Context: an optimization exercise on an open-source flow, tuned for small area, a short achievable clock period and few clock cycles. The choices shown serve that exercise and are no tape-out recipe.
At most, simulation tests tie the RTL to the original design; equivalence was not proved.
Function not checked in runs 4 to 6: the RTL went through the layout flow alone.
No driver is modelled on the clock port, so clocking that relies on it looks cheaper here than on a real chip.
No activity file was given, so power comes from the tool's default toggle rates.

**flow/run.sh**
```bash
#!/bin/bash
# Standard layout (standard.sh) with: port buffers made from the smallest plain
# buffer, high-fanout nets split into buffer trees before timing repair, the
# pins placed on more metal layers so that the die can be smaller, and the four
# pins of each data bit (l2_wdata, pmem_rdata, l2_rdata, pmem_wdata) kept
# together, and no delay cells used as buffers by the repair steps.
set -euo pipefail
export BUFFER_PORTS_ARGS="-buffer_cell sky130_fd_sc_hd__buf_1"
export PRE_RESIZE_TCL="$PWD/flow/pre_resize.tcl"
pins=""
if [[ -f flow/pins.args ]]; then pins="$(cat flow/pins.args)"; fi
if [[ -f flow/group_bits ]]; then
  for i in $(seq 0 255); do
    pins="$pins -group_pins {l2_wdata[$i] pmem_rdata[$i] l2_rdata[$i] pmem_wdata[$i]}"
  done
fi
export PLACE_PINS_ARGS="$pins"
if [[ -f flow/io_v.txt ]]; then export IO_PLACER_V="$(cat flow/io_v.txt)"; fi
if [[ -f flow/io_h.txt ]]; then export IO_PLACER_H="$(cat flow/io_h.txt)"; fi
if [[ -f flow/post_cts.tcl ]]; then export POST_CTS_TCL="$PWD/flow/post_cts.tcl"; fi
if [[ -f flow/no_delay_cells.tcl ]]; then
  for step in FLOORPLAN GLOBAL_PLACE CTS GLOBAL_ROUTE REPAIR_TIMING_POST_PLACE DETAIL_PLACE; do
    export PRE_${step}_TCL="$PWD/flow/no_delay_cells.tcl"
  done
fi
bash standard.sh > standard_flow.log 2>&1
```
**flow/group_bits**
```
group
```
**flow/io_v.txt**
```
met2 met4
```
**flow/no_delay_cells.tcl**
```tcl
# Keep timing and design repair from using delay cells as buffers.
set_dont_use [get_lib_cells {sky130_fd_sc_hd__clkdlybuf4s* sky130_fd_sc_hd__dlygate* sky130_fd_sc_hd__dlymetal* sky130_fd_sc_hd__dlybuf*}]
```
**flow/pre_resize.tcl**
```tcl
source [file join [file dirname [info script]] no_delay_cells.tcl]
# Gain-based buffering of the high-fanout nets (the entry's load strobes)
# before the standard repair.
repair_design -buffer_gain 4.0
```
**standard.sh**
```bash
#!/bin/bash
# synth_recipe.tcl (not shown) runs the flow's synth.tcl, then flattens the netlist and writes it again
# the make line also repeats each setting of config.mk as NAME=value (left out here)
make -C /OpenROAD-flow-scripts/flow DESIGN_CONFIG=/design/flow/config.mk WORK_HOME=/design/flow/orfs CLKGATE_MAP_FILE= SYNTH_SCRIPT=/design/flow/synth_recipe.tcl "${@:-finish}"
```
**config.mk**
```make
export PLATFORM = sky130hd
export DESIGN_NAME = l2_write_buffer
export DESIGN_NICKNAME = l2_write_buffer
export VERILOG_FILES = /design/flow/design.v
export SDC_FILE = /design/flow/constraint.sdc
export NUM_CORES = 4
export LEC_CHECK = 0
export CAP_MARGIN = 20
export CORE_AREA = 10 10 290 290
export CTS_CLUSTER_DIAMETER = 100
export CTS_CLUSTER_SIZE = 20
export DIE_AREA = 0 0 300 300
export SETUP_SLACK_MARGIN = 2.8
export SLEW_MARGIN = 20
```
**constraint.sdc**
```tcl
create_clock -name core_clock -period 5.0 [get_ports {clk_i}]
set_input_delay 1.0000 -clock core_clock [delete_from_list [all_inputs] [get_ports {clk_i}]]
set_output_delay 1.0000 -clock core_clock [all_outputs]
set_load 0.01 [all_outputs]
```
**design.v**
```verilog
package l2_wb_types;
    localparam int unsigned ADDR_WIDTH      = 16;
    localparam int unsigned LINE_WIDTH      = 256;
    localparam int unsigned OFFSET_BITS     = 5;
    localparam int unsigned LINE_ADDR_WIDTH = ADDR_WIDTH - OFFSET_BITS;
    typedef logic [ADDR_WIDTH-1:0]      addr_t;
    typedef logic [LINE_WIDTH-1:0]      line_t;
    typedef logic [LINE_ADDR_WIDTH-1:0] lineaddr_t;
    typedef enum logic [1:0] {IDLE, ACK, FWD_READ, DRAIN} wb_state_t;
    function automatic logic [LINE_ADDR_WIDTH-1:0] line_of(input logic [ADDR_WIDTH-1:0] a);
        line_of = a[ADDR_WIDTH-1:OFFSET_BITS];
    endfunction
    function automatic logic [ADDR_WIDTH-1:0] line_base(input logic [LINE_ADDR_WIDTH-1:0] l);
        line_base = {l, {OFFSET_BITS{1'b0}}};
    endfunction
endpackage
module l2_wb_storage (
    input  logic                clk_i,
    input  logic                load_w_i,
    input  logic                load_r_i,
    input  l2_wb_types::line_t  wdata_i,
    input  l2_wb_types::line_t  rdata_i,
    output l2_wb_types::line_t  data_o
);
    l2_wb_types::line_t data_q;
    logic hold;
    assign hold = !(load_w_i || load_r_i);
    always_ff @(posedge clk_i) begin
        data_q <= ({l2_wb_types::LINE_WIDTH{load_w_i}} & wdata_i)
                | ({l2_wb_types::LINE_WIDTH{load_r_i}} & rdata_i)
                | ({l2_wb_types::LINE_WIDTH{hold}}     & data_q);
    end
    assign data_o = data_q;
endmodule
module l2_write_buffer (
    input  logic   clk_i,
    input  logic   rst_i,
    input  logic   l2_read,
    input  logic   l2_write,
    input  l2_wb_types::addr_t  l2_address,
    input  l2_wb_types::line_t  l2_wdata,
    output logic   l2_resp,
    output l2_wb_types::line_t  l2_rdata,
    output logic   pmem_read,
    output logic   pmem_write,
    output l2_wb_types::addr_t  pmem_address,
    output l2_wb_types::line_t  pmem_wdata,
    input  logic   pmem_resp,
    input  l2_wb_types::line_t  pmem_rdata,
    output logic   wb_empty
);
    logic                   resp_q;
    logic                   pmem_read_q;
    logic                   pmem_write_q;
    logic                   dirty_q;       
    logic                   valid_q;       
    logic                   resp_i_q;
    logic                   rd_i_q;        
    logic                   wr_i_q;        
    l2_wb_types::lineaddr_t line_q;        
    l2_wb_types::line_t     data;
    logic hit;
    logic free;      
    logic new_req;   
    logic load_w;
    logic start_rd;
    logic rd_hit;
    logic fill;      
    logic take;      
    logic keep;      
    logic resp_d;
    logic rd_d;
    logic wr_d;
    assign hit      = valid_q && (line_q == l2_wb_types::line_of(l2_address));
    assign free     = !(rd_i_q || wr_i_q) || pmem_resp;
    assign new_req  = !resp_i_q && !rd_i_q;
    assign load_w   = new_req && l2_write && free;
    assign rd_hit   = new_req && l2_read && hit;
    assign start_rd = new_req && l2_read && !hit && free;
    assign fill     = rd_i_q && pmem_resp;
    assign take     = new_req && (l2_read || l2_write) && free;
    assign keep     = resp_i_q || rd_i_q || !(l2_read || l2_write) || (wr_i_q && !pmem_resp);
    assign resp_d   = load_w || rd_hit || fill;
    assign rd_d     = start_rd || (rd_i_q && !pmem_resp);
    assign wr_d     = load_w || (wr_i_q && !pmem_resp);
    l2_wb_storage u_storage (
        .clk_i   (clk_i),
        .load_w_i(load_w),
        .load_r_i(rd_i_q),
        .wdata_i (l2_wdata),
        .rdata_i (pmem_rdata),
        .data_o  (data)
    );
    always_ff @(posedge clk_i or posedge rst_i) begin
        if (rst_i) begin
            resp_q       <= 1'b0;
            pmem_read_q  <= 1'b0;
            pmem_write_q <= 1'b0;
            dirty_q      <= 1'b0;
            valid_q      <= 1'b0;
        end else begin
            resp_q       <= resp_d;
            pmem_read_q  <= rd_d;
            pmem_write_q <= wr_d;
            if (load_w) begin
                dirty_q <= 1'b1;
            end else if (wr_i_q && pmem_resp) begin
                dirty_q <= 1'b0;
            end
            if (load_w || fill) begin
                valid_q <= 1'b1;
            end else if (start_rd) begin
                valid_q <= 1'b0;
            end
        end
    end
    always_ff @(posedge clk_i) begin
        resp_i_q <= !rst_i && resp_d;
        rd_i_q   <= !rst_i && rd_d;
        wr_i_q   <= !rst_i && wr_d;
        line_q <= ({l2_wb_types::LINE_ADDR_WIDTH{take}} & l2_wb_types::line_of(l2_address))
                | ({l2_wb_types::LINE_ADDR_WIDTH{keep}} & line_q);
    end
    assign l2_resp      = resp_q;
    assign l2_rdata     = data;
    assign pmem_read    = pmem_read_q;
    assign pmem_write   = pmem_write_q;
    assign pmem_address = l2_wb_types::line_base(line_q);
    assign pmem_wdata   = data;
    assign wb_empty     = !dirty_q;
endmodule
```
==> results list, run 1 <==
- The number of antenna diodes in the final layout is 0.
* Drt via density: around 4.0
- Cell type of the slowest stage on the worst timing path: sky130_fd_sc_hd__clkbuf_16
- Layout cells sized above 1: 5.14%
- Multi-input combinational cell area: 4600 µm²
* Worst Hold Margin: 0.434 ns
- Timing would allow up to between 400 and 500 MHz.
- Fraction of the yosys area taken by sequential cells: 43.7%
- Worst Skew: roughly 0.015 ns
- Dividing the detail-routed wire length by the instance count gives 16.4 µm.
* Share of the clock period used by the worst path after layout: 43.4%
- Total setup violations reported at the end of the flow: 0
- For this design the ratio of total power to cell area is 432 nW/µm².
- For the worst setup path, the data required time is 5.42 ns.
- The number of hold-slack violations in the final timing report is 0.
* Startpoint of the worst-slack reg-to-reg timing path: rd_i_q$_DFF_P_
- The core region is 77600 µm².
* Flops & latches, synth: 275
* Antenna-violating nets left: 0
- After filler insertion, the fill cell instance count of the layout stands at between 8000 and 9000.
* Number of standard-cell rows in the floorplan: 102
- After Yosys synthesis, XOR and XNOR cells account for 0.762% of the synthesized area.
- The number of antenna violations at the first check in global routing is 3.
- The number of pins with negative max-slew slack in the final report came to 0.
- Detailed placement ended at an HPWL of 39900 µm.
- Count of different cell masters after synthesis: 33
* Slew headroom: ~47%
- Buffers placed on the I/O ports in this run total between 1000 and 1500.
* Worst reg2reg path depth: 9
* Top cell type's share of synthesized area: 42.7%
- Count of pins on the block boundary: between 1000 and 1500
- The clock reaches the later pin of the worst-skew pair after 0.53 ns.
* Final RePlAce weighted congestion: ~0.74
- For this run, design rule violations remaining after detail routing come to 0.
- Run status: finished clean
* Clock slew at the register clock pins of the worst setup and hold paths: ~0.090 ns
- Subtracting the final worst setup slack from the clock period gives 2.17 ns.
- The average instance in the mapped netlist occupies 10.7 µm².
* Critical Path Start Type: input port
- Number of instances in the synthesized netlist: about 1200
* Unrepaired setup endpoints after global routing: false
* All-layer global routing usage: 9.83%
- Classification of the worst-slack hold path: input port to async pin
- The worst register-to-register path has a setup slack of between 3 and 4 ns.
* Biggest area consumer among synthesized cells: sky130_fd_sc_hd__dfxtp_1
- Main combinational cell family by area after synthesis: compound AO/OA/AOI/OAI gates
- X dimension of the die: 300 µm
* Placed Instance Area: 16000 µm²
- After synthesis, the share of cell area in mux cells is 0.979%.
- Simple logic cell fraction of the synthesized area: 0.949%
* Post-Route Setup TNS: 0 ns
- Global-route wire length before repair: 71100 µm
- TritonCTS built the clock tree.
* Maximum vdd drop: about 0.26 mV
- Once layout is done, the placed cells without fillers occupy 16900 µm².
* Synthesis warning total: 2
- Critical path type: input port to register
* Initial Util: 16.3%
- The analysis attributes to cell leakage a power of 7.54 nW.
- In this design, the stage delay of the slowest critical-path cell is 0.20 ns.
* Number of global-route vias before repair: 13195
- FF+latch area: approximately 5500 µm²
- Async set-or-reset flop fraction in the synthesized netlist: between 1.5 and 2%
- Counting flops with a built-in enable in the synthesized netlist gives 0.
- DR pass1 iterations: 4
- Adder-Cell Fraction of Synth Area: 0%
- Endpoint of the worst-slack reg-to-reg timing path: u_storage.data_q[73]$_DFF_P_
- Overall overflow remaining after global route: 0
- Top cells by area in the synthesized netlist: sky130_fd_sc_hd__dfxtp_1, sky130_fd_sc_hd__a22o_1, sky130_fd_sc_hd__buf_4
- Area growth from synthesis to layout: 33.5%
* Post-synthesis compound-gate area fraction: approximately a third
- Summing every instance area after synthesis gives 12700 µm².
- The floorplan step defined a die boundary enclosing approximately 90000 µm².
* Max capacitance violation total: 0
- The die is around 300 µm tall.
- For the worst setup path, the data arrival time is roughly 2.6 ns.
- For this run, the post-layout net count is 2514.
- In the synthesized netlist the dominant register cell turns out to be sky130_fd_sc_hd__dfxtp_1.
- The clock drives roughly 280 sinks.
* Core utilization of the finished layout: 21.8%
* Count of routing violations after the opening detailed-route iteration: 354
- The signal on the critical path passes through buf_1 -> buf_4 -> nand2b_4 -> and3_4 -> buf_12 -> buf_4 -> buf_12 -> clkbuf_16 -> a22o_1 -> a21o_1.
- Entering global routing, the biggest net connects 36 pins.
- Routed via count: 12102
- Maximum fanout count along the critical path: 17
* Endpoint type of the worst setup path: register
- Summed over all layers, the routed wires come to between 40000 and 50000 µm.
- Transition time at the pin with the least slew margin: about 0.78 ns
-- stage by stage --
| stage | power [mW] | setup slack (ns) | cells |
|---|---|---|---|
| 3_3_place_gp | 5.71 | 2.08 | 2944 |
| 6_report | 7.29 | 2.83 | 3024 |
| 2_1_floorplan | 5.27 | 2.86 | 1190 |
| 5_1_grt | 7.79 | 2.80 | 3024 |
| 3_5_place_dp | 5.91 | 1.83 | 2985 |
-- state kept, by name, indices dropped and copies added (netlist names) --
| name | flops |
|---|---|
| dirty_q | 1 |
| line_q | 11 |
| pmem_read_q | 1 |
| pmem_write_q | 1 |
| rd_i_q | 1 |
| resp_i_q | 1 |
| resp_q | 1 |
| u_storage.data_q | 256 |
| valid_q | 1 |
| wr_i_q | 1 |
-- worst max-delay path by stage --
| stage | end | startpoint | slack, ns |
|---|---|---|---|
| floorplan | u_storage.data_q[100]$_DFF_P_ | pmem_resp | 2.86 |
| global placement | u_storage.data_q[133]$_DFF_P_ | pmem_resp | 2.08 |
| detailed placement | u_storage.data_q[86]$_DFF_P_ | pmem_resp | 1.83 |
| global route | l2_rdata[218] | u_storage.data_q[218]$_DFF_P_ | 2.80 |
| finish | u_storage.data_q[47]$_DFF_P_ | pmem_resp | 2.83 |
-- layout by cell type, fill, tap and decap left out, drive strengths merged --
master | Yosys | routed
clkbuf | 29 | 26
a21oi | 1 | 1
and2 | 2 | 2
o211a | 1 | 1
clkinv | 0 | 1
a31o | 1 | 1
inv | 2 | 2
a221o | 1 | 1
a31oi | 1 | 1
dfxtp | 270 | 270
bufbuf | 0 | 5
nand2 | 3 | 3
nor2 | 3 | 3
nand2b | 2 | 2
and3 | 1 | 1
a22o | 257 | 257
a311oi | 1 | 1
a21o | 256 | 256
nand4 | 2 | 2
o21ai | 1 | 1
nand3 | 2 | 2
xor2 | 4 | 4
a41o | 1 | 1
mux2 | 11 | 11
buf | 319 | 1110
conb | 1 | 5
nor4 | 1 | 1
dfrtp | 5 | 5
and4 | 1 | 1
xnor2 | 7 | 7
-- area by class of cell --
cell class | count | area share [%]
tap | 1040 | 7.70
inverter | 2 | 0.0593
timing repair buffer | 1120 | 29.6
clock buffer | 21 | 2.61
clock inverter | 1 | 0.0296
sequential | 275 | 32.7
multi-input combinational | 565 | 27.2
-- Yosys cell counts, types with 3 or more instances --
cell type                  count
sky130_fd_sc_hd__dfxtp_1     270
sky130_fd_sc_hd__buf_4       263
sky130_fd_sc_hd__a22o_1      257
sky130_fd_sc_hd__a21o_1      256
sky130_fd_sc_hd__buf_2        29
sky130_fd_sc_hd__clkbuf_1     29
sky130_fd_sc_hd__buf_6        27
sky130_fd_sc_hd__mux2_1       10
sky130_fd_sc_hd__xnor2_1       7
sky130_fd_sc_hd__dfrtp_1       5
sky130_fd_sc_hd__xor2_1        4
sky130_fd_sc_hd__nand2_1       3
-- report_power, final --
| group | internal [mW] | switching, mW | leakage, nW |
|---|---|---|---|
| registers | 2.75 | 0.409 | 2.33 |
| clock network | 0.621 | 0.740 | 0.218 |
| logic | 1.20 | 1.58 | 4.99 |
-- logic make-up after synthesis --
family,after synthesis
other,1
XOR/XNOR,11
AO/OA/AOI/OAI,521
AND/OR/NAND/NOR,17
multiplexers,11
buffers and inverters,350
flip-flops,275
-- critical path, delay by kind of cell --
| family | cells | cell delay [ns] |
|---|---|---|
| AND/OR/NAND/NOR | 2 | 0.35 |
| buffers and inverters | 6 | 0.88 |
| AO/OA/AOI/OAI | 2 | 0.34 |
-- metal layers --
layer	GRT usage, %	vias up	part of all wire [%]	wire length [µm]
li1	-	5650	-	-
met1	9.86	5275	35	17600
met2	17.8	801	50	24700
met3	3.03	374	7.7	3830
met4	5.69	2	7.1	3540
met5	0	-	0.028	14
Testbench counts, summed over its fixed seeds: cycles 25,351.
==> run 2, diff against run 1 <==
==> flow/post_cts.tcl (new file) <==
# Collapse the middle levels of the clock tree so that every leaf clock buffer
# is driven by the root clock buffer directly.
set block [ord::get_db_block]
set collapsed 0
foreach inst [$block getInsts] {
  set name [$inst getName]
  if {![regexp {^clkbuf_[1-9][0-9]*_} $name]} { continue }
  set innet [[$inst findITerm A] getNet]
  set outnet [[$inst findITerm X] getNet]
  foreach it [$outnet getITerms] {
    if {[$it getInst] eq $inst} { continue }
    $it disconnect
    $it connect $innet
  }
  odb::dbInst_destroy $inst
  odb::dbNet_destroy $outnet
  incr collapsed
}
puts "post_cts: collapsed $collapsed clock buffers"
==> flow/pre_resize.tcl (replaced) <==
source [file join [file dirname [info script]] no_delay_cells.tcl]
set_max_fanout 16 [current_design]
--- a/config.mk
+++ b/config.mk
@@ -7,8 +7,8 @@
 export LEC_CHECK = 0
 export CAP_MARGIN = 20
-export CORE_AREA = 10 10 290 290
+export CORE_AREA = 10 10 250 250
 export CTS_CLUSTER_DIAMETER = 100
 export CTS_CLUSTER_SIZE = 20
-export DIE_AREA = 0 0 300 300
+export DIE_AREA = 0 0 260 260
 export SETUP_SLACK_MARGIN = 2.8
 export SLEW_MARGIN = 20
==> run 2 against run 1 <==
Cell count shrank 8.3%; synthesized cell count is the same; setup slack lost 0.079 ns; clock skew shrank 0.0066 ns; die area shrank 25%; global-route usage grew 3.2 points; core utilization grew 7.4 points; critical endpoint is now u_storage.data_q[62]$_DFF_P_; largest cell class unchanged.
==> results list, run 2 <==
* Wire length reported by the detailed router: 49300 µm
- For this configuration, the core starts out at a cell density of 22.3%.
* Overall overflow remaining after global route: 0
- The largest individual stage delay along the critical path comes from the cell sky130_fd_sc_hd__a22o_1.
* Hold Vio Cnt, Final: 0
- Adder-Cell Fraction of Synth Area: 0%
- The tightest hold path in the finished design has a slack of ~0.45 ns.
- Slew headroom: around half
- After synthesis, the largest family of logic cells by area is compound AO/OA/AOI/OAI gates.
- Biggest area consumer among synthesized cells: sky130_fd_sc_hd__dfxtp_1
- The number of pins with negative max-slew slack in the final report came to 0.
- Of all nets on the critical path, the largest fanout is 8.
- Registers with the highest flip-flop counts: u_storage.data_q (256), line_q (11)
- In this run the static leakage power is 7.51 nW.
* Transition time at the pin with the least slew margin: 0.734 ns
- The wire-length estimate of the detail-placed layout is 41200 µm.
- The via count of the first global-routing pass is 12616.
* Critical Path Start Type: input port
* Worst-Skew Late Latency: 0.48 ns
* Critical path type: input port to register
- Cell area after technology mapping: 12700 µm²
* Most frequent CP cell: sky130_fd_sc_hd__buf_12
- Fill cell count: ~6200
- Placeable core region: 56700 µm²
- Post-layout min period: between 2 and 2.5 ns
- Mean routed wirelength per cell: 17.8 µm
* Unrepaired setup endpoints after global routing: true
- Stage delay of the slowest cell on the critical path: 0.19 ns
* Number of instances in the synthesized netlist: about 1200
- Routed via count: 12116
- Max capacitance violation total: 0
- For this run, asynchronously set or reset flops after synthesis account for 1.82%.
- Cell with the most instances after synthesis: sky130_fd_sc_hd__dfxtp_1
* EDFF count, synth: 0
- Endpoint type of the worst setup path: register
* Simple logic cell fraction of the synthesized area: less than 1%
- From synthesis to final layout, the design area changed by 30.8%.
- Walking the worst path, the cells encountered are buf_8 -> nand2b_4 -> and3_4 -> buf_12 -> buf_12 -> buf_8 -> buf_12 -> buf_12 -> buf_12 -> buf_12 -> a22o_1 -> a21o_1.
- Leaving out fill and tap cells, the most frequent cell in the layout is sky130_fd_sc_hd__buf_1.
- Count of different cell masters after synthesis: 33
- Run status: finished clean
* Post-Route Setup TNS: 0 ns
* Top cell type's share of synthesized area: 42.7%
* Total die area: between 60000 and 70000 µm²
- Clock slew at the register clock pins of the worst setup and hold paths: roughly 0.08 ns
- Cell count after placement: 2722
- Across the routed clock network, the largest skew measured is 0.00878 ns.
* Synthesis warning total: 2
- Dividing the detail-routed via count by the number of cells gives 4.37.
* Layout cells sized above 1: between 5 and 6%
- Post-Synth XOR/XNOR Area: 0.762%
* Portion of netlist area occupied by mux cells: 0.979%
- The number of antenna violations at the first check in global routing came to 8.
- For this design the ratio of total power to cell area is 436 nW/µm².
- Share of the clock period used by the worst path after layout: 45.0%
- The setup check on the worst reg-to-reg path leaves a slack of 2.88 ns.
* Count of pins on the block boundary: 1065
- Post-route DRC: 0
- The first routing iteration left roughly 520 violations.
- Dividing the synthesized area by the synthesized cell count gives 10.7 µm².
* Maximum vdd drop: 0.263 mV
* Final RePlAce weighted congestion: between 0.8 and 0.9
- The floorplan step set the die width to around 260 µm.
* Classification of the worst-slack hold path: input port to async pin
- Maximum clock frequency: 445 MHz
- For this design, the sink count on the clock tree is about 280.
- Sequential cells were found to cover 43.7% of the synthesized design area.
- Sorting the synthesized cells by area gives the leading types as sky130_fd_sc_hd__dfxtp_1, sky130_fd_sc_hd__a22o_1, sky130_fd_sc_hd__buf_4.
* Number of port buffers: 1054
- Dominant synthesized flop cell: sky130_fd_sc_hd__dfxtp_1
- Setup violations remaining at the end of the flow were counted as 0.
- Leaving out fill and tap cells, the most frequent cells in the layout are sky130_fd_sc_hd__buf_1, sky130_fd_sc_hd__dfxtp_1, sky130_fd_sc_hd__a22o_1, sky130_fd_sc_hd__a21o_1, sky130_fd_sc_hd__buf_12.
- The finished layout holds ~2800 standard cells, fillers aside.
- STA puts the critical path data arrival time at between 2 and 3 ns.
- Number of standard-cell rows in the floorplan: 87
- Post-synthesis compound-gate area fraction: 33.5%
- Counting flops and latches in the post-synthesis netlist gives 275.
* DR pass1 iterations: 4
* Flip-flop count of the largest register after layout: 256
* All-layer global routing usage: 13.0%
- TritonCTS clock tree: built
- Antenna-violating nets left: 0
- By count the netlist is led by sky130_fd_sc_hd__dfxtp_1, sky130_fd_sc_hd__buf_4, sky130_fd_sc_hd__a22o_1, sky130_fd_sc_hd__a21o_1.
* Global-route wire length before repair: 68600 µm
* Die outline height: 260 µm
- Data on the critical path is required at its endpoint by 5.38 ns.
- Top reg by flops: u_storage.data_q
- Net count, final: 2545
* Largest net degree at the start of global routing: 22
run 2: cell counts after synthesis:
No cell type changed its count.
run 2: worst paths after layout:
check / start / end / depth (start not counted)
max in group asynchronous: rst_i / pmem_read_q$_DFF_PP0_ / 2
min in group core_clock: u_storage.data_q[120]$_DFF_P_ / u_storage.data_q[120]$_DFF_P_ / 1
worst min-delay path: rst_i / dirty_q$_DFFE_PP0P_ / 2
worst max-delay path: pmem_resp / u_storage.data_q[62]$_DFF_P_ / 12
worst max register to register: rd_i_q$_DFF_P_ / u_storage.data_q[62]$_DFF_P_ / 10
worst min register to register: u_storage.data_q[120]$_DFF_P_ / u_storage.data_q[120]$_DFF_P_ / 1
run 2: cell families (layout without fill, tap and decap cells):
kind of cell	count (synthesis)	count (layout)
other	1	10
AO/OA/AOI/OAI	521	521
XOR/XNOR	11	11
flip-flops	275	275
multiplexers	11	11
buffers and inverters	350	1173
AND/OR/NAND/NOR	17	17
run 2: critical path, delay by kind of cell:
| family | cells | cell delay [ns] |
|---|---|---|
| AO/OA/AOI/OAI | 2 | 0.34 |
| AND/OR/NAND/NOR | 2 | 0.30 |
| buffers and inverters | 8 | 0.98 |
run 2: layer usage:
layer,global-route usage [%],vias up,wire [µm]
li1,-,5713,-
met1,11.8,5321,16100
met2,24.1,742,25600
met3,4.17,334,4090
met4,9.13,6,3460
met5,0,-,42
run 2: power breakdown:
| group | internal, mW | switching, mW | total [mW] |
|---|---|---|---|
| logic | 1.18 | 1.54 | 2.71 |
| registers | 2.75 | 0.468 | 3.22 |
| clock network | 0.588 | 0.702 | 1.29 |
run 2: cell type report:
cell class	instances	area, µm²	area share [%]
Sequential cell	275	5530	33.4
Timing Repair Buffer	1153	5030	30.4
Multi-Input combinational cell	565	4600	27.8
Tap cell	756	946	5.72
Clock buffer	17	383	2.31
Clock inverter	1	30.0	0.181
Antenna cell	5	12.5	0.0756
Inverter	2	7.51	0.0454
run 2: per-stage QoR:
stage | utilization [%] | total power, mW | setup slack, ns | cell area [µm²]
floorplan | - | 5.27 | 2.86 | 12700
global placement | 26.8 | 5.78 | 1.83 | 15200
finish | 29.2 | 7.22 | 2.75 | 16500
detailed placement | 27.2 | 5.85 | -0.656 | 15400
global route | 29.2 | 7.64 | 2.75 | 16500
==> run 3, diff against run 2 <==
--- a/flow/run.sh
+++ b/flow/run.sh
@@ -4,5 +4,5 @@
 # pins placed on more metal layers so that the die can be smaller, and the four
 # pins of each data bit (l2_wdata, pmem_rdata, l2_rdata, pmem_wdata) kept
-# together, and no delay cells used as buffers by the repair steps.
+# together.
 set -euo pipefail
 export BUFFER_PORTS_ARGS="-buffer_cell sky130_fd_sc_hd__buf_1"
@@ -19,8 +19,3 @@
 if [[ -f flow/io_h.txt ]]; then export IO_PLACER_H="$(cat flow/io_h.txt)"; fi
 if [[ -f flow/post_cts.tcl ]]; then export POST_CTS_TCL="$PWD/flow/post_cts.tcl"; fi
-if [[ -f flow/no_delay_cells.tcl ]]; then
-  for step in FLOORPLAN GLOBAL_PLACE CTS GLOBAL_ROUTE REPAIR_TIMING_POST_PLACE DETAIL_PLACE; do
-    export PRE_${step}_TCL="$PWD/flow/no_delay_cells.tcl"
-  done
-fi
 bash standard.sh > standard_flow.log 2>&1
==> flow/pre_resize.tcl (replaced) <==
# no fanout limit
removed: flow/no_delay_cells.tcl
==> run 3 against run 2 <==
Still clean on timing, DRC and antenna; wire length down 4.4%; non-clock buffer count down 83; setup slack better by 0.12 ns; core utilization down 1.5 points; clock power down 4%; via count down 3.3%; fmax up 5.8%; critical path type unchanged.
==> results list, run 3 <==
* Number of max-slew violations in the final report: 0
- Global-route wire length before repair: 66200 µm
- VDD sags by at most 0.265 mV.
* Maximum clock frequency: roughly 470 MHz
- TritonCTS built the clock tree.
- The die covers 67600 µm².
- Net count, final: roughly 2500
- In this run, placement finished with an instance count of 2666.
- Mean routed wirelength per cell: 17.5 µm
- Worst-Skew Late Latency: 0.49 ns
* Cell types with the highest counts after synthesis: sky130_fd_sc_hd__dfxtp_1, sky130_fd_sc_hd__buf_4, sky130_fd_sc_hd__a22o_1, sky130_fd_sc_hd__a21o_1
- Largest net degree at the start of global routing: 164
* X dimension of the die: 260 µm
* Run status: finished clean
- Topmost layer with routed signal wires: met5
* Clock slew at the register clock pins of the worst setup and hold paths: 0.08 ns
- Global routing used 12.5% of the available tracks across all layers.
* Synthesis warning total: 2
* Number of port buffers: 1054
* Count of different cell masters after synthesis: 33
* Biggest area consumer among synthesized cells: sky130_fd_sc_hd__dfxtp_1
- Count of routing violations after the opening detailed-route iteration: 574
* Detailed-routing wirelength on met1: 15200 µm
- Fraction of the yosys area taken by sequential cells: 43.7%
* Number of global-route vias before repair: between 10000 and 15000
- Across all register-to-register paths, the minimum setup slack is 3.05 ns.
- Post-Route Setup TNS: 0 ns
* Top cells by area in the synthesized netlist: sky130_fd_sc_hd__dfxtp_1, sky130_fd_sc_hd__a22o_1, sky130_fd_sc_hd__buf_4
- Final cell count without fillers: approximately 2700
* Routed via count: ~12000
- The routed design has approximately 47000 µm of wire.
- The HPWL after detailed placement is 37300 µm.
* Maximum fanout count along the critical path: 129
- The floorplan has 87 rows.
- The routed design uses 3850 µm of met3 wire.
- Synthesis produced 1186 cells.
- Transition time at the pin with the least slew margin: 0.806 ns
- Measured in cells, the most critical reg-to-reg path has a length of 4.
* Hold Startpoint: u_storage.data_q[137]$_DFF_P_
* Endpoint required time on the critical path: 5.38 ns
* Flip-flop count of the largest register after layout: 256
- Max-cap violations in this run came to 0.
- Number of antenna violations at the first check in global routing: 7
- Startpoint of the worst-slack reg-to-reg timing path: rd_i_q$_DFF_P_
* Slew headroom: about 46%
* Post-layout min period: 2.12 ns
- PD cells: 443 nW/µm²
* Placeable core region: roughly 57000 µm²
- The cell area that synthesis handed to floorplanning was 12700 µm².
* Area growth from synthesis to layout: 23.9%
- After global routing the overflow that remains totals 0.
* Post-route DRC: 0
- Leading cell type in the layout, fill and taps excluded: sky130_fd_sc_hd__buf_1
* Worst setup startpoint: pmem_resp
* EDFF count, synth: 0
- Share of the clock period used by the worst path after layout: 42.5%
- The number of hold-slack violations in the final timing report was 0.
- Cells with a size suffix above 1 make up 2.28% of the layout.
- Final RePlAce weighted congestion: 0.821
- Setup repair after global routing left no endpoint under its margin.
* Critical path type: input port to register
* Static leakage: 7.07 nW
- For this design the top-level I/O count stands at 1065.
* Registers with the highest flip-flop counts: u_storage.data_q (256), line_q (11)
* Critical Path Start Type: input port
- Total setup violations reported at the end of the flow: 0
- Initial Util: 22.3%
- Classification of the worst-slack hold path: register to register
- DR pass1 iterations: 4
* Die outline height: 260 µm
- Summed over its instances, the top area cell type makes up ~43% of the synthesized netlist area.
- Using the TritonRoute via totals, the vias-per-cell ratio works out to 4.35.
* Worst endpoint data arrival time: 2.51 ns
- In the synthesized netlist the dominant register cell turns out to be sky130_fd_sc_hd__dfxtp_1.
- Total power after layout: 6.94 mW
- Worst Skew: 0.0195 ns
- The endpoint identified for the worst register-to-register timing path is u_storage.data_q[251]$_DFF_P_.
- The routed design uses 24600 µm of met2 wire.
- Per-instance average area after synthesis: 10.7 µm²
- Counting instances, the worst hold path has a depth of 1.
* Antenna-violating nets left: 0
* Leading cell types in the layout, fill and taps excluded: sky130_fd_sc_hd__buf_1, sky130_fd_sc_hd__dfxtp_1, sky130_fd_sc_hd__a22o_1, sky130_fd_sc_hd__a21o_1, sky130_fd_sc_hd__clkbuf_16
* TritonCTS Sinks: 275
- By instance count, the leading cell after synthesis is sky130_fd_sc_hd__dfxtp_1.
* Endpoint type of the worst setup path: register
- Counting flops per register, the top entry is u_storage.data_q.
* Worst Hold Margin: around 0.47 ns
- Of all flip-flops after synthesis, the portion carrying an async set or reset was ~1.8%.
- Endpoint with the worst hold slack: u_storage.data_q[137]$_DFF_P_
- Synthesis inferred between 200 and 300 register bits.
run 3: cell counts after synthesis:
No cell type changed its count.
run 3: per-layer routing:
metal | up-vias | GRT usage (%)
met5 | - | 0
met4 | 2 | 9.32
met3 | 325 | 4.01
met2 | 747 | 23.3
met1 | 5090 | 11.1
li1 | 5551 | -
run 3: worst max path at each step:
stage	endpoint	slack (ns)	depth (start not counted)
global placement	u_storage.data_q[88]$_DFF_P_	2.00	6
detailed placement	u_storage.data_q[88]$_DFF_P_	1.96	6
finish	u_storage.data_q[110]$_DFF_P_	2.88	6
global route	wb_empty	2.82	2
floorplan	u_storage.data_q[100]$_DFF_P_	2.86	7
run 3: kinds of logic (layout without fill, tap and decap cells):
group                     after synthesis  count (layout)  synth area share (%)
AOI/OAI and AO/OA                     521             521                  33.5
other                                   1              10                0.0296
muxes                                  11              11                 0.979
DFF                                   275             275                  43.7
xor gates and xnor gates               11              11                 0.762
buffers and inverters                 350            1091                  20.1
and+or+nand+nor                        17              19                 0.949
run 3: power breakdown:
part           switching (mW)  internal (mW)  total, mW  leakage [nW]
Sequential              0.463           2.75       3.21          2.33
Clock                   0.697          0.539       1.24         0.192
Combinational            1.46           1.03       2.49          4.55
run 3: area by class of cell:
class | count | area (µm²)
antenna | 5 | 12.5
clock buffer | 18 | 387
clock inverter | 1 | 5.00
fill | 6200 | 41000
inverter | 2 | 7.51
multi-input combinational | 567 | 4620
sequential | 275 | 5530
tap | 756 | 946
timing repair buffer | 1070 | 4170
run 3: worst max-delay path: stages:
cell                       delay, ns
sky130_fd_sc_hd__buf_1          0.20
sky130_fd_sc_hd__nand2b_4       0.25
sky130_fd_sc_hd__and3_4         0.27
sky130_fd_sc_hd__nor2_4         0.06
sky130_fd_sc_hd__buf_12         0.20
sky130_fd_sc_hd__a21o_1         0.30
run 3: per-stage QoR:
stage / cell area (µm²) / worst slack (ns) / utilization (%)
6_report: 15700 / 2.88 / 27.6
5_1_grt: 15700 / 2.82 / 27.6
3_5_place_dp: 15200 / 1.96 / 26.8
3_3_place_gp: 15200 / 2.00 / 26.8
2_1_floorplan: 12700 / 2.86 / -
==> run 4, diff against run 3 <==
--- a/design.v
+++ b/design.v
@@ -19,4 +19,5 @@
     input  logic                load_w_i,
     input  logic                load_r_i,
+    input  logic                hold_i,      
     input  l2_wb_types::line_t  wdata_i,
     input  l2_wb_types::line_t  rdata_i,
@@ -24,10 +25,8 @@
 );
     l2_wb_types::line_t data_q;
-    logic hold;
-    assign hold = !(load_w_i || load_r_i);
     always_ff @(posedge clk_i) begin
         data_q <= ({l2_wb_types::LINE_WIDTH{load_w_i}} & wdata_i)
                 | ({l2_wb_types::LINE_WIDTH{load_r_i}} & rdata_i)
-                | ({l2_wb_types::LINE_WIDTH{hold}}     & data_q);
+                | ({l2_wb_types::LINE_WIDTH{hold_i}}   & data_q);
     end
     assign data_o = data_q;
@@ -69,4 +68,5 @@
     logic take;      
     logic keep;      
+    logic hold;      
     logic resp_d;
     logic rd_d;
@@ -81,4 +81,5 @@
     assign take     = new_req && (l2_read || l2_write) && free;
     assign keep     = resp_i_q || rd_i_q || !(l2_read || l2_write) || (wr_i_q && !pmem_resp);
+    assign hold     = !rd_i_q && (resp_i_q || !l2_write || (wr_i_q && !pmem_resp));
     assign resp_d   = load_w || rd_hit || fill;
     assign rd_d     = start_rd || (rd_i_q && !pmem_resp);
@@ -88,4 +89,5 @@
         .load_w_i(load_w),
         .load_r_i(rd_i_q),
+        .hold_i  (hold),
         .wdata_i (l2_wdata),
         .rdata_i (pmem_rdata),
removed: flow/post_cts.tcl
==> run 4 against run 3 <==
Non-clock buffer count decreased by 3; via count increased by 6.6%; cell count increased by 10%; global-route usage decreased by 0.082 points; sequential cell count unchanged; hold slack got worse by 0.042 ns; synthesized cell count increased by 22%; total power decreased by 0.64%; setup slack got worse by 0.023 ns; critical endpoint is now pmem_wdata[213]; highest routed layer is now met4.
==> results list, run 4 <==
* Unrepaired setup endpoints after global routing: false
- Number of standard-cell rows in the floorplan: 87
* Cell area after technology mapping: 12700 µm²
- After global routing the overflow that remains totals 0.
- In this run the power density over the cells is 436 nW/µm².
- u_storage.data_q holds more flip-flops than any other register.
- The number of cells on the worst reg-to-reg path is 4.
* Total setup violations reported at the end of the flow: 0
* Flip-flop count of the largest register after layout: around 260
- EDFF count, synth: 0
* Maximum clock frequency: 466 MHz
* Initial Util: 22.4%
- For this design the static power due to leakage is 6.13 nW.
* Classification of the worst-slack hold path: input port to async pin
- Entering global routing, the biggest net connects 112 pins.
- Async set-or-reset flop fraction in the synthesized netlist: 1.82%
- Top cell family by delay on the critical path: flip-flops
- Die outline height: 260 µm
- Number of global-route vias before repair: 12676
- Placeable core region: around 57000 µm²
- Post-route DRC: 0
- Averaged over all synthesized cells, the footprint is between 8 and 9 µm².
* Post-detailed-placement half-perimeter wirelength: 38900 µm
* Total power after layout: 6.89 mW
* Global-route wire length before repair: roughly 68000 µm
* Number of instances in the synthesized netlist: about 1400
- After detailed routing, the number of vias per cell comes to 4.21.
- Between clock sinks in the finished design, the worst skew comes to 0.0172 ns.
* Multi-input combinational cell area: 4650 µm²
- The number of pins with negative max-slew slack in the final report was 0.
* Max capacitance violation total: 0
* X dimension of the die: ~260 µm
- Clock slew at the register clock pins of the worst setup and hold paths: 0.09 ns
- The number of buffers and inverters on the critical path is 1.
* Wire length reported by the detailed router: ~49000 µm
- Maximum vdd drop: 0.235 mV
* Worst endpoint data arrival time: between 1 and 1.5 ns
* Reg-to-reg setup timing slack: 2.96 ns
* Maximum fanout count along the critical path: 3
- Worst-Skew Late Latency: 0.53 ns
- Count of routing violations after the opening detailed-route iteration: 803
- Endpoint type of the worst setup path: output pin
- Share of the clock period used by the worst path after layout: roughly 43%
* Final RePlAce weighted congestion: about 0.87
- The clock period could shrink to 2.15 ns.
* Endpoint required time on the critical path: 4.00 ns
- Of the cells placed in the final design, the portion with a size suffix greater than 1 is under 10%.
- Number of antenna violations at the first check in global routing: 16
- Area growth from synthesis to layout: 24.2%
- TritonCTS clock tree: built
* Transition time at the pin with the least slew margin: 1.02 ns
- Dominant synthesized flop cell: sky130_fd_sc_hd__dfxtp_1
- During synthesis, Yosys emitted a total of 2 warnings.
* Chain of cells forming the critical path: buf_1
* Startpoint of the worst-slack reg-to-reg timing path: rd_i_q$_DFF_P_
- CTS saw 275 sinks.
- Stage delay of the slowest cell on the critical path: 0.44 ns
- Cell type of the slowest stage on the worst timing path: sky130_fd_sc_hd__dfxtp_1
* Fill cell count: 6351
- Global routing consumed, over all layers together, 12.4% of the routing resources.
- Summed over all instances, the cell type with the most area after synthesis is sky130_fd_sc_hd__dfxtp_1.
- For this run, the post-layout net count is 2724.
* Critical Path Start Type: register
- The top cell types in the final layout, fill and taps aside, are sky130_fd_sc_hd__buf_1, sky130_fd_sc_hd__nand2_1, sky130_fd_sc_hd__dfxtp_1, sky130_fd_sc_hd__a22oi_1, sky130_fd_sc_hd__a22oi_2.
* Run status: finished clean
* DR pass1 iterations: 5
- Pin placement for this block handled 1065 I/O pins.
- Counting instances in the post-synthesis netlist gives the leading cell types as sky130_fd_sc_hd__nand2_1, sky130_fd_sc_hd__dfxtp_1, sky130_fd_sc_hd__buf_4, sky130_fd_sc_hd__a22oi_1, sky130_fd_sc_hd__a22oi_2.
* Cell with the most instances after synthesis: sky130_fd_sc_hd__nand2_1
- Slew headroom: 31.7%
* Flops & latches, synth: 275
- The number of hold-slack violations in the final timing report was 0.
- The die covers between 60000 and 70000 µm².
- The final route contains 12492 vias.
- Fraction of the yosys area taken by sequential cells: 43.5%
- Once detail routing completed, the nets flagged for antenna violations numbered 0.
* Count of different cell masters after synthesis: 34
- Buffers placed on the I/O ports in this run total 1054.
- Top cells by area in the synthesized netlist: sky130_fd_sc_hd__dfxtp_1, sky130_fd_sc_hd__buf_4, sky130_fd_sc_hd__nand2_1
- Leading cell type in the layout, fill and taps excluded: sky130_fd_sc_hd__buf_1
* Registers with the highest flip-flop counts: u_storage.data_q (256), line_q (11)
- After synthesis, the largest area contributor takes up 42.5% of total cell area.
* Critical path type: register to output pin
- In the final routed layout, each cell accounts on average for between 15 and 20 µm.
* Core utilization of the finished layout: 27.9%
- Endpoint of the worst-slack reg-to-reg timing path: line_q[1]$_DFF_P_
- Post-Route Setup TNS: 0 ns
- FF+latch area: 5540 µm²
[run 4: cell types whose count changed in the layout (fill, tap and decap cells not counted), sizes merged, moves of 6 or more]
cell	change
diode	+11
clkbuf	+6
a21o	-256
a22oi	+257
a22o	-257
buf	-7
nand2	+516
[run 4: report_power, final]
part           switching (mW)  leakage (nW)  internal, mW
Clock                   0.753         0.228         0.636
Sequential              0.445          2.33          2.71
Combinational            1.46          3.58         0.895
Total                    2.66          6.13          4.24
[run 4: how the worst max path moves through the flow]
stage / slack, ns / start / cells after the start / endpoint
finish: 2.85 / u_storage.data_q[213]$_DFF_P_ / 1 / pmem_wdata[213]
global route: 2.78 / u_storage.data_q[182]$_DFF_P_ / 1 / pmem_wdata[182]
detailed placement: 2.10 / pmem_resp / 6 / u_storage.data_q[133]$_DFF_P_
global placement: 2.09 / pmem_resp / 6 / u_storage.data_q[133]$_DFF_P_
floorplan: 2.93 / pmem_resp / 5 / line_q[1]$_DFF_P_
[run 4: cells by family after synthesis]
kind of cell           after synthesis  synth area share [%]
other                                1                0.0295
XOR/XNOR                            11                 0.757
flip-flops                         275                  43.5
multiplexers                        11                 0.974
buffers and inverters              353                  20.2
AO/OA/AOI/OAI                      264                  18.5
AND/OR/NAND/NOR                    533                  16.1
[run 4: worst register-to-register path, stage by stage, from the launching register on]
cell                      delay (ns)
sky130_fd_sc_hd__dfxtp_4        0.58
sky130_fd_sc_hd__inv_1          0.20
sky130_fd_sc_hd__and3_1         0.20
sky130_fd_sc_hd__o21ai_1        0.54
sky130_fd_sc_hd__mux2_2         0.41
[run 4: metal layers]
| layer | up-vias | part of all wire, % | track usage, % | wire [µm] |
|---|---|---|---|---|
| li1 | 6074 | - | - | - |
| met1 | 5345 | 31 | 11.3 | 15100 |
| met2 | 742 | 51 | 22.7 | 24700 |
| met3 | 331 | 8.6 | 3.64 | 4200 |
| met4 | 0 | 9.3 | 9.99 | 4520 |
| met5 | - | 0 | 0 | 0 |
[run 4: area by class of cell]
type / count / area share, %
antenna: 16 / 0.253
clock buffer: 20 / 2.83
clock inverter: 2 / 0.0871
inverter: 5 / 0.119
multi-input combinational: 825 / 29.4
sequential: 275 / 35.0
tap: 756 / 5.99
timing repair buffer: 1067 / 26.2
[run 4: per-stage QoR]
stage	setup slack (ns)	cells	hold WS, ns	cell area, µm²
global route	2.78	2966	0.421	15800
finish	2.85	2966	0.433	15800
floorplan	2.93	1452	0.444	12700
global placement	2.09	2927	0.469	15300
detailed placement	2.10	2927	0.471	15300
==> run 5, diff against run 4 <==
--- a/design.v
+++ b/design.v
@@ -19,5 +19,5 @@
     input  logic                load_w_i,
     input  logic                load_r_i,
-    input  logic                hold_i,      
+    input  logic                keep_w_i,    
     input  l2_wb_types::line_t  wdata_i,
     input  l2_wb_types::line_t  rdata_i,
@@ -25,8 +25,10 @@
 );
     l2_wb_types::line_t data_q;
+    l2_wb_types::line_t kept;    
+    assign kept = ({l2_wb_types::LINE_WIDTH{load_r_i}}  & rdata_i)
+                | ({l2_wb_types::LINE_WIDTH{!load_r_i}} & data_q);
     always_ff @(posedge clk_i) begin
         data_q <= ({l2_wb_types::LINE_WIDTH{load_w_i}} & wdata_i)
-                | ({l2_wb_types::LINE_WIDTH{load_r_i}} & rdata_i)
-                | ({l2_wb_types::LINE_WIDTH{hold_i}}   & data_q);
+                | ({l2_wb_types::LINE_WIDTH{keep_w_i}} & kept);
     end
     assign data_o = data_q;
@@ -68,5 +70,5 @@
     logic take;      
     logic keep;      
-    logic hold;      
+    logic keep_w;    
     logic resp_d;
     logic rd_d;
@@ -81,5 +83,5 @@
     assign take     = new_req && (l2_read || l2_write) && free;
     assign keep     = resp_i_q || rd_i_q || !(l2_read || l2_write) || (wr_i_q && !pmem_resp);
-    assign hold     = !rd_i_q && (resp_i_q || !l2_write || (wr_i_q && !pmem_resp));
+    assign keep_w   = resp_i_q || rd_i_q || !l2_write || (wr_i_q && !pmem_resp);
     assign resp_d   = load_w || rd_hit || fill;
     assign rd_d     = start_rd || (rd_i_q && !pmem_resp);
@@ -89,5 +91,5 @@
         .load_w_i(load_w),
         .load_r_i(rd_i_q),
-        .hold_i  (hold),
+        .keep_w_i(keep_w),
         .wdata_i (l2_wdata),
         .rdata_i (pmem_rdata),
==> flow/run.sh (replaced) <==
#!/bin/bash
# The standard layout (standard.sh, unchanged synthesis) with three changes:
#  - the port buffers are the smallest plain buffer (buf_1) instead of the
#    default delay buffer;
#  - the pins may also use met4 on the top and bottom edges, so that the 1065
#    pins fit on a smaller die;
#  - the four pins of each data bit (l2_wdata, pmem_rdata, l2_rdata,
#    pmem_wdata) are placed next to each other, next to that bit's register.
# The whole output of the ORFS run goes to standard_flow.log here, and each
# ORFS step keeps its own log under orfs/logs/.
set -euo pipefail
export BUFFER_PORTS_ARGS="-buffer_cell sky130_fd_sc_hd__buf_1"
export IO_PLACER_V="met2 met4"
pins=""
for i in $(seq 0 255); do
  pins="$pins -group_pins {l2_wdata[$i] pmem_rdata[$i] l2_rdata[$i] pmem_wdata[$i]}"
done
export PLACE_PINS_ARGS="$pins"
bash standard.sh > standard_flow.log 2>&1
removed: flow/group_bits
removed: flow/io_v.txt
removed: flow/pre_resize.tcl
==> run 5 against run 4 <==
Non-clock buffer count up 4; register-to-register slack got worse by 0.10 ns; die area did not move; first-iteration DRC count decreased by 36%; synthesized area up 3.5%; wire length down 0.51%; count of clock-buffer cells in the layout increased by 2; core utilization grew 1.2 points; sequential cell count stayed put; critical path type is now register to register; largest power group unchanged; highest routed layer is now met5.
==> results list, run 5 <==
- Number of CTS-inserted buffers: 18
- Number of port buffers: around 1100
- Cell count after placement: approximately 2900
- Wire length reported by the detailed router: ~48000 µm
- Maximum vdd drop: approximately 0.25 mV
* Leading cell types in the layout, fill and taps excluded: sky130_fd_sc_hd__buf_1, sky130_fd_sc_hd__dfxtp_1, sky130_fd_sc_hd__nor2_1, sky130_fd_sc_hd__a21oi_1, sky130_fd_sc_hd__mux2i_1
- Routed via count: between 10000 and 15000
- In this run the mean area of a mapped cell was 9.14 µm².
- Endpoint required time on the critical path: 5.38 ns
- sky130_fd_sc_hd__dfxtp_1 takes more of the synthesized area than any other cell.
- Slew headroom: 28.9%
- Combinational cells account for between 30% and 40% of the total power.
- Summing the areas of all compound-gate instances in the mapped netlist gives about 10% of the synthesized area.
- After detailed routing, the number of remaining DRC violations is 0.
- In this run the core area contains 87 standard-cell rows.
- Cells with a size suffix above 1 make up under 10% of the layout.
- Endpoint type of the worst setup path: register
* Worst endpoint data arrival time: 2.52 ns
- Number of instances in the synthesized netlist: 1441
- In this run the power density over the cells is 437 nW/µm².
- Main combinational cell family by area after synthesis: multiplexers
* Dominant synthesized flop cell: sky130_fd_sc_hd__dfxtp_1
* Registers with the highest flip-flop counts: u_storage.data_q (256), line_q (11)
- For this run the aggregate overflow at the end of global routing stands at 0.
- Count of pins on the block boundary: 1065
- All-layer global routing usage: 12.5%
- After clock tree synthesis, the clock-pin slew on the worst setup and hold paths is roughly 0.090 ns.
- Static leakage: ~5.9 nW
- In the final routed layout, each cell accounts on average for 16.3 µm.
- The congestion estimate from routability-driven global placement came to 0.876.
* Total setup violations reported at the end of the flow: 0
- Leaving out filler cells and counting taps, the final layout contains 2963.
- Maximum clock frequency: 466 MHz
* Number of global-route vias before repair: 12317
- Of the total synthesized cell area, the portion taken by AND, OR, NAND and NOR gates is 8.19%.
- Run status: finished clean
* Top reg by flops: u_storage.data_q
* Die outline height: 260 µm
- Using the TritonRoute via totals, the vias-per-cell ratio works out to 4.19.
- Post-detailed-placement half-perimeter wirelength: ~40000 µm
- The clock passes through at most 3 buffers.
- In this run the horizontal extent of the chip is between 200 and 300 µm.
* Count of routing violations after the opening detailed-route iteration: 517
* Top cells by area in the synthesized netlist: sky130_fd_sc_hd__dfxtp_1, sky130_fd_sc_hd__mux2i_1, sky130_fd_sc_hd__buf_4
- EDFF count, synth: 0
- The number of hold-slack violations in the final timing report was 0.
* Number of antenna violations at the first check in global routing: 16
* Cell types with the highest counts after synthesis: sky130_fd_sc_hd__dfxtp_1, sky130_fd_sc_hd__buf_4, sky130_fd_sc_hd__a21oi_1, sky130_fd_sc_hd__nor2_1, sky130_fd_sc_hd__mux2i_1
- The number of pins with negative max-slew slack in the final report was 0.
- Internal power consumption: 4.43 mW
- The floorplan step defined a die boundary enclosing 67600 µm².
* Largest net degree at the start of global routing: around 120
- Initial Util: 23.2%
- Fill cell count: 6280
* Final worst slack: 2.86 ns
* TritonCTS Sinks: 275
- Portion of netlist area occupied by mux cells: 20.4%
* Switching power total: about 2.8 mW
- STA classifies the critical path startpoint as a register.
* Fraction of the yosys area taken by sequential cells: 42.0%
- FF+latch area: 5540 µm²
- The library cell used most frequently in the layout, excluding fill and tap cells, is sky130_fd_sc_hd__buf_1.
- Cell area after technology mapping: 13200 µm²
* Flip-flop count of the largest register after layout: roughly 260
- Synthesis warning total: 2
- In this run switching power makes up 38.5% of total power.
- In this run, synthesis produced a sequential element count of roughly 280.
* Post-Synth XOR/XNOR Area: 0.732%
- In this run the worst path has a maximum fanout of 121.
- Max capacitance violation total: 0
- The synthesized netlist devotes 0% of its cell area to adder and majority cells.
- Of the available clock period, the critical path in the final layout requires approximately 43%.
- The cell sitting at the root of the clock tree is a sky130_fd_sc_hd__clkbuf_16.
- The first detailed-routing pass ran for 4 iterations.
* Post-layout min period: between 2 and 2.5 ns
* Worst Skew: 0.0377 ns
- Worst-Skew Late Latency: 0.54 ns
- The finished cells cover 16500 µm².
- Worst Hold Margin: 0.389 ns
* Placeable core region: 56700 µm²
- In this run the worst hold path is classified as input port to async pin.
* Unrepaired setup endpoints after global routing: true
- The area growth from synthesis to layout is 25.3%.
* Total number of H-tree levels: 1
- Placement-stage worst setup slack: between 2 and 2.5 ns
- Antenna-violating nets left: 0
* Clock network fraction of total power: ~21%
- Critical path type: register to register
- Per report_power, the sequential group accounts for between 40% and 50% of the total.
* Global-route wire length before repair: between 60000 and 70000 µm
- Post-Route Setup TNS: 0 ns
* Total power after layout: slightly above 7 mW
- TritonCTS built the clock tree.
* Transition time at the pin with the least slew margin: 1.07 ns
* Async set-or-reset flop fraction in the synthesized netlist: 1.82%
- Cells fill 29.1% of the core in the end.
- In this run the biggest area consumer among cell types represents 41.1% of the synthesized area.
* Cell with the most instances after synthesis: sky130_fd_sc_hd__dfxtp_1
- Net count, final: roughly 2700
* Placed Instance Area: between 15000 and 20000 µm²
- The multi-input combinational cells in the finished layout cover a total of 5280 µm².
- Count of different cell masters after synthesis: 34
==> run 5: changes by cell type after synthesis, moves of 41 or more <==
| cell | previous run | this run |
|---|---|---|
| sky130_fd_sc_hd__a21oi_1 | 1 | 257 |
| sky130_fd_sc_hd__a22oi_1 | 188 | 0 |
| sky130_fd_sc_hd__a22oi_2 | 69 | 0 |
| sky130_fd_sc_hd__buf_2 | 20 | 61 |
| sky130_fd_sc_hd__mux2i_1 | 0 | 256 |
| sky130_fd_sc_hd__nand2_1 | 519 | 3 |
| sky130_fd_sc_hd__nor2_1 | 2 | 257 |
==> run 5: area by class of cell <==
| type | instances | share of cell area (%) |
|---|---|---|
| repair buffers | 1071 | 25.3 |
| well taps | 756 | 5.74 |
| flip-flops and latches | 275 | 33.6 |
| multi-input cells | 821 | 32.0 |
| clock buffers | 22 | 2.95 |
| inverters | 3 | 0.0683 |
| diodes | 12 | 0.182 |
| clock inverters | 3 | 0.182 |
==> run 5: path summary, 6_finish.rpt <==
check	from	endpoint	slack (ns)	depth (start not counted)
worst max-delay path	rd_i_q$_DFF_P_	u_storage.data_q[101]$_DFF_P_	2.86	3
worst min-delay path	rst_i	dirty_q$_DFFE_PP0P_	0.39	2
worst max register to register	rd_i_q$_DFF_P_	u_storage.data_q[101]$_DFF_P_	2.86	3
worst min register to register	line_q[8]$_DFF_P_	line_q[8]$_DFF_P_	0.53	1
max in group asynchronous	rst_i	valid_q$_DFFE_PP0P_	4.41	2
min in group core_clock	line_q[8]$_DFF_P_	line_q[8]$_DFF_P_	0.53	1
==> run 5: kinds of logic after synthesis <==
group                     after synthesis
buffers and inverters                 351
AOI/OAI and AO/OA                     265
xor gates and xnor gates               11
and+or+nand+nor                       271
other                                   1
DFF                                   275
muxes                                 267
==> run 5: power by group through the flow <==
stage / Clock [mW] / Combinational (mW) / Sequential [mW]
after floorplan: 0 / 1.87 / 3.39
after global placement: 0 / 2.53 / 3.23
after detailed placement: 0 / 2.54 / 3.24
after CTS: 1.56 / 2.56 / 3.19
after global routing: 1.63 / 2.77 / 3.26
final: 1.49 / 2.53 / 3.18
==> run 5: what timing repair did <==
action,CTS,global route
hold buffers,0,0
gates resized for setup,7,10
setup endpoints to repair,232,33
gates cloned,2,0
pin swaps,1,0
setup buffers,3,1
==> run 5: routing by layer <==
metal	share of wire, %	global-route usage, %	up-vias	wire length [µm]
met1	32	11.3	5265	15600
met2	49	22.6	729	23700
met3	9.4	4.45	331	4520
met5	0.12	0	-	59
li1	-	-	6096	-
met4	9.2	9.29	8	4420
==> run 5: worst max-delay path, stage by stage, from the launching register on <==
cell and delay [ns]:
sky130_fd_sc_hd__dfxtp_4 0.72, sky130_fd_sc_hd__buf_12 0.55, sky130_fd_sc_hd__mux2i_1 0.26, sky130_fd_sc_hd__a21oi_1 0.10
==> run 6, diff against run 5 <==
--- a/flow/run.sh
+++ b/flow/run.sh
@@ -17,3 +17,4 @@
 done
 export PLACE_PINS_ARGS="$pins"
+export POST_CTS_TCL="$PWD/flow/post_cts.tcl"
 bash standard.sh > standard_flow.log 2>&1
==> flow/post_cts.tcl (new file) <==
# Collapse the middle levels of the clock tree so that every leaf clock buffer
# is driven by the root clock buffer directly.
set block [ord::get_db_block]
set collapsed 0
foreach inst [$block getInsts] {
  set name [$inst getName]
  if {![regexp {^clkbuf_[1-9][0-9]*_} $name]} { continue }
  set innet [[$inst findITerm A] getNet]
  set outnet [[$inst findITerm X] getNet]
  foreach it [$outnet getITerms] {
    if {[$it getInst] eq $inst} { continue }
    $it disconnect
    $it connect $innet
  }
  odb::dbInst_destroy $inst
  odb::dbNet_destroy $outnet
  incr collapsed
}
puts "post_cts: collapsed $collapsed clock buffers"
==> run 6 against run 5 <==
Still clean on timing, DRC and antenna; sequential cell count did not move; non-clock buffer count unchanged; wire length fell by 0.24%; synthesized cell count unchanged; synthesized area is the same.
==> results list, run 6 <==
- Run status: finished clean
* Clock slew at the register clock pins of the worst setup and hold paths: about 0.09 ns
- After the first detailed-routing iteration, the DRC count stood at 549.
* Antenna-violating nets left: 0
- Synthesis produced a netlist whose cell count is 1441.
- Share of the clock period used by the worst path after layout: a little over two fifths
- The first global-routing pass estimated roughly 67000 µm of wire.
- Classification of the worst-slack hold path: input port to async pin
- Row generation in the floorplan step produced 87 rows.
- Setup violations remaining at the end of the flow were counted as 0.
- Setup repair after global routing could not meet its margin everywhere.
- The worst setup path is captured at a register.
- Critical path type: register to register
* Post-route DRC: 0
* Wire length reported by the detailed router: approximately 48000 µm
- The synthesized design contains 275 register bits.
- After detailed placement, the design holds a cell count of 2920.
* EDFF count, synth: 0
* Dominant synthesized flop cell: sky130_fd_sc_hd__dfxtp_1
- Worst-Skew Late Latency: 0.52 ns
- Startpoint of the worst-slack reg-to-reg timing path: rd_i_q$_DFF_P_
* Async set-or-reset flop fraction in the synthesized netlist: 1.82%
- Cell area after technology mapping: 13200 µm²
* TritonCTS Sinks: 275
- The largest registers in the layout are u_storage.data_q (256), line_q (11).
- Before CTS, the worst setup slack after placement is roughly 2 ns.
- Biggest area consumer among synthesized cells: sky130_fd_sc_hd__dfxtp_1
- Initial Util: a little under a quarter
- The via count of the first global-routing pass came to 12283.
- u_storage.data_q holds more flip-flops than any other register.
- Mean routed wirelength per cell: 16.3 µm
- TritonCTS clock tree: built
- Detailed routing inserted a total of 12419 vias.
* Drt via density: approximately 4.2
* Worst Skew: 0.0139 ns
* Endpoint of the worst-slack reg-to-reg timing path: u_storage.data_q[101]$_DFF_P_
* Net count, final: 2721
- Count of different cell masters after synthesis: 34
- Reg-to-reg setup timing slack: 2.88 ns
* Maximum vdd drop: 0.293 mV
* Combinational fraction of design power: 35.6%
- The HPWL after detailed placement is 39000 µm.
* Die outline height: 260 µm
- For this design the static power due to leakage is 5.85 nW.
- approximately 1100 I/O pins were placed.
- Leading cell types in the layout, fill and taps excluded: sky130_fd_sc_hd__buf_1, sky130_fd_sc_hd__dfxtp_1, sky130_fd_sc_hd__nor2_1, sky130_fd_sc_hd__a21oi_1, sky130_fd_sc_hd__mux2i_1
- Dividing total power by cell area gives a power density of 432 nW/µm².
* Maximum clock frequency: about 470 MHz
* Worst reg2reg path depth: 3
* Final RePlAce weighted congestion: a little under 0.9
- Placeable core region: 56700 µm²
- Number of antenna violations at the first check in global routing: 16
* Number of max-slew violations in the final report: 0
- Final cell count without fillers: 2961
- Averaged over all synthesized cells, the footprint is 9.14 µm².
- Overall overflow remaining after global route: 0
- Along the worst path, the maximum fanout reaches 121.
- Area growth from synthesis to layout: 24.9%
- Port buffering added 1054 buffers.
- Yosys attributes the largest share of cell area to sky130_fd_sc_hd__dfxtp_1, sky130_fd_sc_hd__mux2i_1, sky130_fd_sc_hd__buf_4.
* Internal power consumption: 4.35 mW
* Fraction of the yosys area taken by sequential cells: 42.0%
- Leading cell type in the layout, fill and taps excluded: sky130_fd_sc_hd__buf_1
- The number of hold-slack violations in the final timing report was 0.
* Largest net degree at the start of global routing: approximately 120
* Transition time at the pin with the least slew margin: 1.09 ns
* Layout cells sized above 1: under 10%
* Top cell type's share of synthesized area: 41.1%
* Sequential share of power: 44.8%
- The clock network burns between 10% and 20% of the power.
* Flip-flop count of the largest register after layout: approximately 260
- Switching power share of the total: 38.8%
- In this run the tightest slew margin relative to its limit is 27.4%.
- DR pass1 iterations: 6
- STA classifies the critical path startpoint as a register.
- Cell with the most instances after synthesis: sky130_fd_sc_hd__dfxtp_1
- Global routing used 12.9% of the available tracks.
- Post-layout min period: 2.12 ns
- Measured along the x axis, the die boundary spans ~260 µm.
- Final worst slack: 2.88 ns
- Post-Route Setup TNS: 0 ns
- The tool flagged a number of max-cap violations equal to 0.
- During synthesis, Yosys emitted a total of 2 warnings.
- Switching power total: 2.75 mW
- In the synthesized netlist, the cells that appear most often are sky130_fd_sc_hd__dfxtp_1, sky130_fd_sc_hd__buf_4, sky130_fd_sc_hd__a21oi_1, sky130_fd_sc_hd__nor2_1, sky130_fd_sc_hd__mux2i_1.
* Worst endpoint data arrival time: about 2.5 ns
- Endpoint required time on the critical path: 5.39 ns
- Total die area: 67600 µm²
## run 6: changes by cell type in the layout (fill, tap and decap cells not counted), sizes merged
cell,previous run,this run
buf,1067,1068
clkbuf,26,23
## run 6: per-layer routing
metal | global-route usage (%) | part of all wire (%) | up-vias
met5 | 0 | 0.14 | -
met4 | 11.1 | 8.9 | 8
met3 | 5.48 | 9.2 | 329
met2 | 22.7 | 49 | 722
met1 | 11.3 | 32 | 5277
li1 | - | - | 6083
## run 6: final cells by class
| cell class | instances | area [µm²] |
|---|---|---|
| Inverter | 3 | 11.3 |
| Fill cell | 6284 | 40300 |
| Tap cell | 756 | 946 |
| Timing Repair Buffer | 1071 | 4170 |
| Clock buffer | 20 | 437 |
| Multi-Input combinational cell | 821 | 5280 |
| Sequential cell | 275 | 5530 |
| Clock inverter | 3 | 30.0 |
| Antenna cell | 12 | 30.0 |
## run 6: worst max-delay path by stage
stage | start | endpoint | slack [ns] | cells after the start
5_1_grt | line_q[8]$_DFF_P_ | pmem_address[13] | 2.79 | 1
3_5_place_dp | pmem_resp | u_storage.data_q[195]$_DFF_P_ | 2.01 | 6
2_1_floorplan | pmem_resp | line_q[0]$_DFF_P_ | 2.84 | 5
6_report | rd_i_q$_DFF_P_ | u_storage.data_q[101]$_DFF_P_ | 2.88 | 3
3_3_place_gp | pmem_resp | u_storage.data_q[205]$_DFF_P_ | 2.03 | 6
## run 6: power by group through the flow
stage | Sequential (mW) | Combinational [mW] | Clock (mW)
2_1_floorplan | 3.39 | 1.87 | 0
3_3_place_gp | 3.23 | 2.53 | 0
3_5_place_dp | 3.24 | 2.54 | 0
5_1_grt | 3.26 | 2.77 | 1.53
6_report | 3.18 | 2.53 | 1.39
## run 6: worst max-delay path, cell delays in order, from the launching register on
cell and delay (ns):
sky130_fd_sc_hd__dfxtp_4 0.72, sky130_fd_sc_hd__buf_12 0.53, sky130_fd_sc_hd__mux2i_1 0.26, sky130_fd_sc_hd__a21oi_1 0.10
## run 6: per-stage QoR
stage,power [mW],hold slack [ns],util [%],area [µm²]
6_report,7.10,0.410,29.0,16400
5_1_grt,7.56,0.405,29.0,16400
2_1_floorplan,5.26,0.495,-,13200
3_5_place_dp,5.78,0.516,27.9,15800
3_3_place_gp,5.76,0.510,27.9,15800
## run 6: kinds of logic after synthesis
family | Yosys count | synth area share [%]
AO/OA/AOI/OAI | 265 | 10.3
XOR/XNOR | 11 | 0.732
buffers and inverters | 351 | 18.3
flip-flops | 275 | 42.0
multiplexers | 267 | 20.4
other | 1 | 0.0285
AND/OR/NAND/NOR | 271 | 8.19

-- re-timing with driven ports --
The flow's constraints put no driver on any port. The routed layouts listed below were extracted and timed again, unchanged, in two steps. Step 1 sets driving cells, clkbuf_16 on the clock port and buf_2 on the other inputs (assumed; they add their load-dependent delay and slew). Step 2 moves the port delays by t, midway between the first and last clock arrival at a register: inputs arrive t later, outputs are due t later. That takes back most of the time a late clock gives input paths. Three values: ideal ports, drivers, drivers and shift; two values: the first two.
run	t (ns)	setup WS [ns]	worst setup path at the end	clock arrival spread, ns	slew at the worst register clock pin (ns)
run 1	0.581	2.831 / 2.820 / 2.278	input to register	0.020 / 0.020	0.09 / 0.09
run 2	0.532	2.752 / 2.722 / 2.190	input to register	0.013 / 0.013	0.09 / 0.09
run 3	0.534	2.875 / 2.820 / 2.285	input to register	0.022 / 0.021	0.09 / 0.09
run 4	0.585	2.853 / 2.788 / 2.305	input to register	0.022 / 0.022	0.09 / 0.09
run 5	0.578	2.856 / 2.807 / 2.353	input to register	0.039 / 0.038	0.09 / 0.09
run 6	0.571	2.876 / 2.818 / 2.364	input to register	0.015 / 0.015	0.09 / 0.09
After both steps setup and hold are still met in every run listed. The setup slack of run 3, which loses most, moves by -0.055 ns with the drivers and by -0.590 ns with both steps.
